From an optimization exercise on the open Yosys and OpenROAD flow, aimed at small area and a short achievable clock period; shortcuts taken in it are not production practice.
RTL that was checked went through simulation tests only; none was proved equivalent to the original.
Power is estimated from default activity; no workload was simulated.

==> exp/indigo: inputs <==
// periph_top
module periph_top (
  input  logic                            clk_i,
  input  logic                            ndmreset_n,
  input  logic                            req_i,
  input  logic                            we_i,
  input  logic [31:0]                     addr_i,
  input  logic [3:0]                      be_i,
  input  logic [31:0]                     wdata_i,
  output logic [31:0]                     rdata_o,
  input  logic [32-1:0]  irq_sources_i,
  output logic                            timer_irq_o,
  output logic                            ipi_o,
  output logic [2-1:0]  eip_o
);
  localparam logic [31:0] CB = 32'h0200_0000;
  localparam logic [31:0] PB = 32'h0C00_0000;
  logic        tick_q;
  logic [63:0] mtime_q;
  logic [63:0] ncmp_q;       
  logic        msip_q;
  logic        timer_q;
  logic [31:0] rdata_q;
  logic [2:0]  prio_q [1:31];
  logic [31:1] en0_q, en1_q;
  logic [2:0]  thr0_q, thr1_q;
  logic [31:1] pend_q, infl_q;
  logic rd, wr;
  assign rd = req_i & ~we_i;
  assign wr = req_i &  we_i;
  logic hit_msip, hit_cmplo, hit_cmphi, hit_mtlo, hit_mthi;
  logic hit_prio, hit_pend, hit_en0, hit_en1, hit_thr0, hit_thr1, hit_clm0, hit_clm1;
  logic [4:0] prio_idx;
  assign hit_msip  = addr_i == CB + 32'h0000_0000;
  assign hit_cmplo = addr_i == CB + 32'h0000_4000;
  assign hit_cmphi = addr_i == CB + 32'h0000_4000 + 32'd4;
  assign hit_mtlo  = addr_i == CB + 32'h0000_BFF8;
  assign hit_mthi  = addr_i == CB + 32'h0000_BFF8 + 32'd4;
  assign hit_prio  = addr_i[31:7] == PB[31:7];
  assign prio_idx  = addr_i[6:2];
  ...
export LEC_CHECK = 0
export ABC_AREA = 1
export CAP_MARGIN = 20
export CORE_MARGIN = 2
export CORE_UTILIZATION = 40
export SLEW_MARGIN = 20
create_clock -name core_clock -period 60.0 [get_ports {clk_i}]
standard.sh (not shown) runs the stock make flow with config.mk's settings and CLKGATE_MAP_FILE= SYNTH_SCRIPT=/design/flow/synth_recipe.tcl, a recipe that flattens the netlist after the stock synthesis.
==> flow/flow/run.sh <==
#!/bin/bash
# The standard layout (standard.sh, unchanged synthesis and steps), with two settings
# passed through the environment:
#  - port buffers are buf_2 cells instead of the default delay-buffer choice;
#  - timing repair (floorplan, CTS, global route) aims for a setup slack of
#    SETUP_SLACK_MARGIN ns at the design's own clock and constraints.
set -euo pipefail
export BUFFER_PORTS_ARGS="-buffer_cell sky130_fd_sc_hd__buf_2"
export SETUP_SLACK_MARGIN=46
bash standard.sh > standard.log 2>&1
==> exp/nickel: changes against exp/indigo <==
--- a/flow/design.v
+++ b/flow/design.v
@@ -113,30 +113,36 @@
   logic        wr_mtlo, wr_mthi;
   logic [63:0] mtime_inc;
   assign wr_mtlo   = wr & hit_mtlo;
   assign wr_mthi   = wr & hit_mthi;
   logic       mt_en;
-  logic [8:0] mt_pre;
-  assign mt_en     = ~tick_q & ~wr_mtlo & ~wr_mthi;
-  assign mt_pre[0] = 1'b1;
+  logic [7:0] mt_ones, mt_osum, mt_pre;
+  assign mt_en = ~tick_q & ~wr_mtlo & ~wr_mthi;
+  for (genvar g = 0; g < 8; g++) begin : g_ones
+    assign mt_ones[g] = &mtime_q[8*g +: 8];
+  end
+  assign mt_osum = mt_ones + 8'd1;
+  assign mt_pre  = mt_osum ^ mt_ones;
   for (genvar g = 0; g < 8; g++) begin : g_mt
-    assign mt_pre[g+1] = mt_pre[g] & (&mtime_q[8*g +: 8]);
     assign mtime_inc[8*g +: 8] = mtime_q[8*g +: 8] + {7'd0, mt_en & mt_pre[g]};
   end
-  logic [64:0] ge_sum;
-  assign ge_sum = {1'b0, mtime_q} + {1'b0, ncmp_q} + 65'd1;
+  logic [64:0] ge_c;
+  assign ge_c[0] = 1'b1;
+  for (genvar i = 0; i < 64; i++) begin : g_ge
+    assign ge_c[i+1] = mtime_q[i] ? (ncmp_q[i] | ge_c[i]) : (ncmp_q[i] & ge_c[i]);
+  end
   always_ff @(posedge clk_i or negedge ndmreset_n) begin
     if (!ndmreset_n) begin
       tick_q     <= 1'b0;
       mtime_q    <= '0;
       ncmp_q     <= '0;
       msip_q     <= 1'b0;
       timer_q    <= 1'b0;
       rdata_q    <= '0;
     end else begin
       tick_q  <= ~tick_q;
-      timer_q <= ge_sum[64];
+      timer_q <= ge_c[64];
       rdata_q <= rd ? rd_data : 32'd0;
       for (int b = 0; b < 4; b++) begin
         mtime_q[8*b +: 8]    <= (wr_mtlo & be_i[b]) ? wdata_i[8*b +: 8] : mtime_inc[8*b +: 8];
         mtime_q[32+8*b +: 8] <= (wr_mthi & be_i[b]) ? wdata_i[8*b +: 8] : mtime_inc[32+8*b +: 8];
         if (wr & hit_cmplo & be_i[b]) ncmp_q[8*b +: 8]    <= ~wdata_i[8*b +: 8];
@@ -179,51 +185,31 @@
   input  logic [31:1] p0_i,
   input  logic [2:0]  thr_i,
   output logic [4:0]  id_o,
   output logic        eip_o
 );
-  logic [31:0] act, q2, q1, q0;
-  assign act = {act_i, 1'b0};
-  assign q2  = {p2_i, 1'b0};
-  assign q1  = {p1_i, 1'b0};
-  assign q0  = {p0_i, 1'b0};
-  logic [2:0] gmax [4];
-  logic [2:0] gid  [4];
-  logic [3:0] gabove;
-  for (genvar g = 0; g < 4; g++) begin : g_grp
-    logic [7:0] a, c2, c1, c0;
-    logic       m2, m1, m0;
-    assign a  = act[8*g +: 8];
-    assign m2 = |(a & q2[8*g +: 8]);
-    assign c2 = m2 ? (a & q2[8*g +: 8]) : a;
-    assign m1 = |(c2 & q1[8*g +: 8]);
-    assign c1 = m1 ? (c2 & q1[8*g +: 8]) : c2;
-    assign m0 = |(c1 & q0[8*g +: 8]);
-    assign c0 = m0 ? (c1 & q0[8*g +: 8]) : c1;
-    assign gmax[g] = {m2, m1, m0};
-    always_comb begin
-      gid[g] = 3'd0;
-      for (int i = 7; i >= 0; i--)
-        if (c0[i]) gid[g] = 3'(i);
-    end
-    assign gabove[g] = (m2 & ~thr_i[2]) | ((m2 | ~thr_i[2]) &
-                       ((m1 & ~thr_i[1]) | ((m1 | ~thr_i[1]) & m0 & ~thr_i[0])));
-  end
-  assign eip_o = |gabove;
-  logic [3:0] s2, s1, s0;
-  logic       n2, n1, n0;
-  always_comb begin
-    for (int g = 0; g < 4; g++) s2[g] = gmax[g][2];
-    n2 = |s2;
-    for (int g = 0; g < 4; g++) s2[g] = n2 ? gmax[g][2] : 1'b1;
-    for (int g = 0; g < 4; g++) s1[g] = s2[g] & gmax[g][1];
-    n1 = |s1;
-    for (int g = 0; g < 4; g++) s1[g] = n1 ? s1[g] : s2[g];
-    for (int g = 0; g < 4; g++) s0[g] = s1[g] & gmax[g][0];
-    n0 = |s0;
-    for (int g = 0; g < 4; g++) s0[g] = n0 ? s0[g] : s1[g];
+  logic [31:1] c2, c1, c0;
+  logic        m2, m1, m0, t2, t1, t0;
+  assign m2 = (|(act_i & p2_i)) | thr_i[2];
+  assign t2 = thr_i[2] | ~m2;
+  assign c2 = m2 ? (act_i & p2_i) : act_i;
+  logic any1_1, any1_0, any0_11, any0_10, any0_01, any0_00;
+  assign any1_1  = |(act_i & p2_i & p1_i);
+  assign any1_0  = |(act_i & p1_i);
+  assign any0_11 = |(act_i & p2_i & p1_i & p0_i);
+  assign any0_10 = |(act_i & p2_i & p0_i);
+  assign any0_01 = |(act_i & p1_i & p0_i);
+  assign any0_00 = |(act_i & p0_i);
+  assign m1 = (m2 ? any1_1 : any1_0) | (t2 & thr_i[1]);
+  assign t1 = t2 & (thr_i[1] | ~m1);
+  assign c1 = m1 ? (c2 & p1_i) : c2;
+  assign m0 = (m2 ? (m1 ? any0_11 : any0_10) : (m1 ? any0_01 : any0_00)) | (t1 & thr_i[0]);
+  assign t0 = t1 & (thr_i[0] | ~m0);
+  assign c0 = m0 ? (c1 & p0_i) : c1;
+  always_comb begin
     id_o = 5'd0;
-    for (int g = 3; g >= 0; g--)
-      if (s0[g]) id_o = {2'(g), gid[g]};
-    if (!eip_o) id_o = 5'd0;
-  end
+    for (int i = 31; i >= 1; i--)
+      if (c0[i]) id_o = 5'(i);
+    if (t0) id_o = 5'd0;
+  end
+  assign eip_o = ~t0;
 endmodule
==> flow/flow/run.sh (replaced) <==
#!/bin/bash
# The standard layout (standard.sh, unchanged synthesis and steps), with settings
# passed through the environment:
#  - port buffers are buf_2 cells instead of the default delay-buffer choice;
#  - timing repair (floorplan, CTS, global route) aims for a setup slack of
#    SETUP_SLACK_MARGIN ns at the design's own clock and constraints;
#  - clock tree: clkbuf_16 only, larger sink clusters, no dummy loads.
set -euo pipefail
export BUFFER_PORTS_ARGS="-buffer_cell sky130_fd_sc_hd__buf_2"
export SETUP_SLACK_MARGIN=45.2
export CTS_ARGS="-sink_clustering_enable -repair_clock_nets -buf_list sky130_fd_sc_hd__clkbuf_16 -sink_clustering_size 28 -sink_clustering_max_diameter 70 -dont_use_dummy_load"
bash standard.sh > standard.log 2>&1
CORE_UTILIZATION = 65   (was 40)
PLACE_DENSITY = 0.74   (was default)
SYNTH_HIERARCHICAL = 1   (was default)
SYNTH_MINIMUM_KEEP_SIZE = 0   (was default)
==> comparison <==
In exp/nickel the area after synthesis is lower than in exp/indigo, by about 3%.
Power: exp/nickel is smaller than exp/indigo (about 23%).
Sequential share of layout area: exp/nickel is higher than exp/indigo (7.8 points).
Against exp/indigo, the maximum frequency of exp/nickel is higher by about 3.4%.
Of exp/nickel and exp/indigo, exp/nickel has the higher first-iteration DRC count (gap about 60%, measured against exp/indigo).
Between exp/nickel and exp/indigo, the lower core utilization is in exp/indigo (gap 17 points).
Between exp/indigo and exp/nickel, the lower via count is in exp/nickel (gap 0.87%, measured against exp/nickel).
Clock skew: exp/nickel is higher than exp/indigo (94 ps).
Against exp/nickel, the die area of exp/indigo is larger by 66%.
==> figures <==
| metric | exp/nickel | exp/indigo |
|---|---|---|
| Run status | complete, no violations | complete, no violations |
| Drt initial violations | 4618 | 2912 |
| Post-Syn Instances | 3569 | 3526 |
| Worst hold margin | 473.9 ps | 432.0 ps |
| Switching part of the total power | 0.2420 | 0.2471 |
| Routed length on met2 | 42.15 mm | 44.88 mm |
| End of the worst register-to-register path | infl_q[23]$_DFF_PN0_ | pend_q[26]$_DFF_PN0_ |
| Maximum operating frequency | 67.02 MHz | 64.80 MHz |
| Slew HR | 0.2356 | 0.1973 |
| Worst reg-to-reg setup slack | 53420 ps | 54140 ps |
| Largest net degree at the start of global routing | 114 | 106 |
| Sequential element share of the synthesized area | 0.3938 | 0.3820 |
| Clock-pin slew on the worst setup and hold paths | 90 ps | 60 ps |
| Combinational power | 0.0217 mW | 0.0286 mW |
| Antenna diodes | 3 | 1 |
| Routing usage on met1 | 0.6104 | 0.4574 |
| Seq. cell area | 0.009673 sq mm | 0.009742 sq mm |
| HPWL Detailed | 71.39 mm | 73.75 mm |
| LEAKAGE | 12.88 nW | 16.42 nW |
| Number of placement rows | 71 | 92 |
The RTL of exp/indigo was laid out without a check of its function.

## separate check: timing with driven ports
Ports are ideal in the flow. The routed layouts listed here were re-timed in OpenROAD. Step 1 assumes that a clkbuf_16 drives the clock port and a buf_2 every other input. Step 2 times the ports against the registers' clock, not the clock port: input delays grow and output delays shrink by t, the midpoint of the rising clock arrivals with the driver on. Slacks: no drivers / after step 1 / after step 2; pairs: no drivers / after step 1.
run	t, ns	setup WS [ns]	worst hold slack (ns)	worst setup path after step 2	cell pins on the clock port's net
exp/indigo	0.665	44.568 / 44.502 / 44.879	0.432 / 0.432 / 0.432	input to register	1
exp/nickel	0.656	45.079 / 45.020 / 44.588	0.474 / 0.474 / 0.474	input to register	1
After both steps every run listed still meets setup and hold. The setup slack of exp/nickel, which loses most, moves by -0.059 ns with the drivers and by -0.491 ns with both steps.
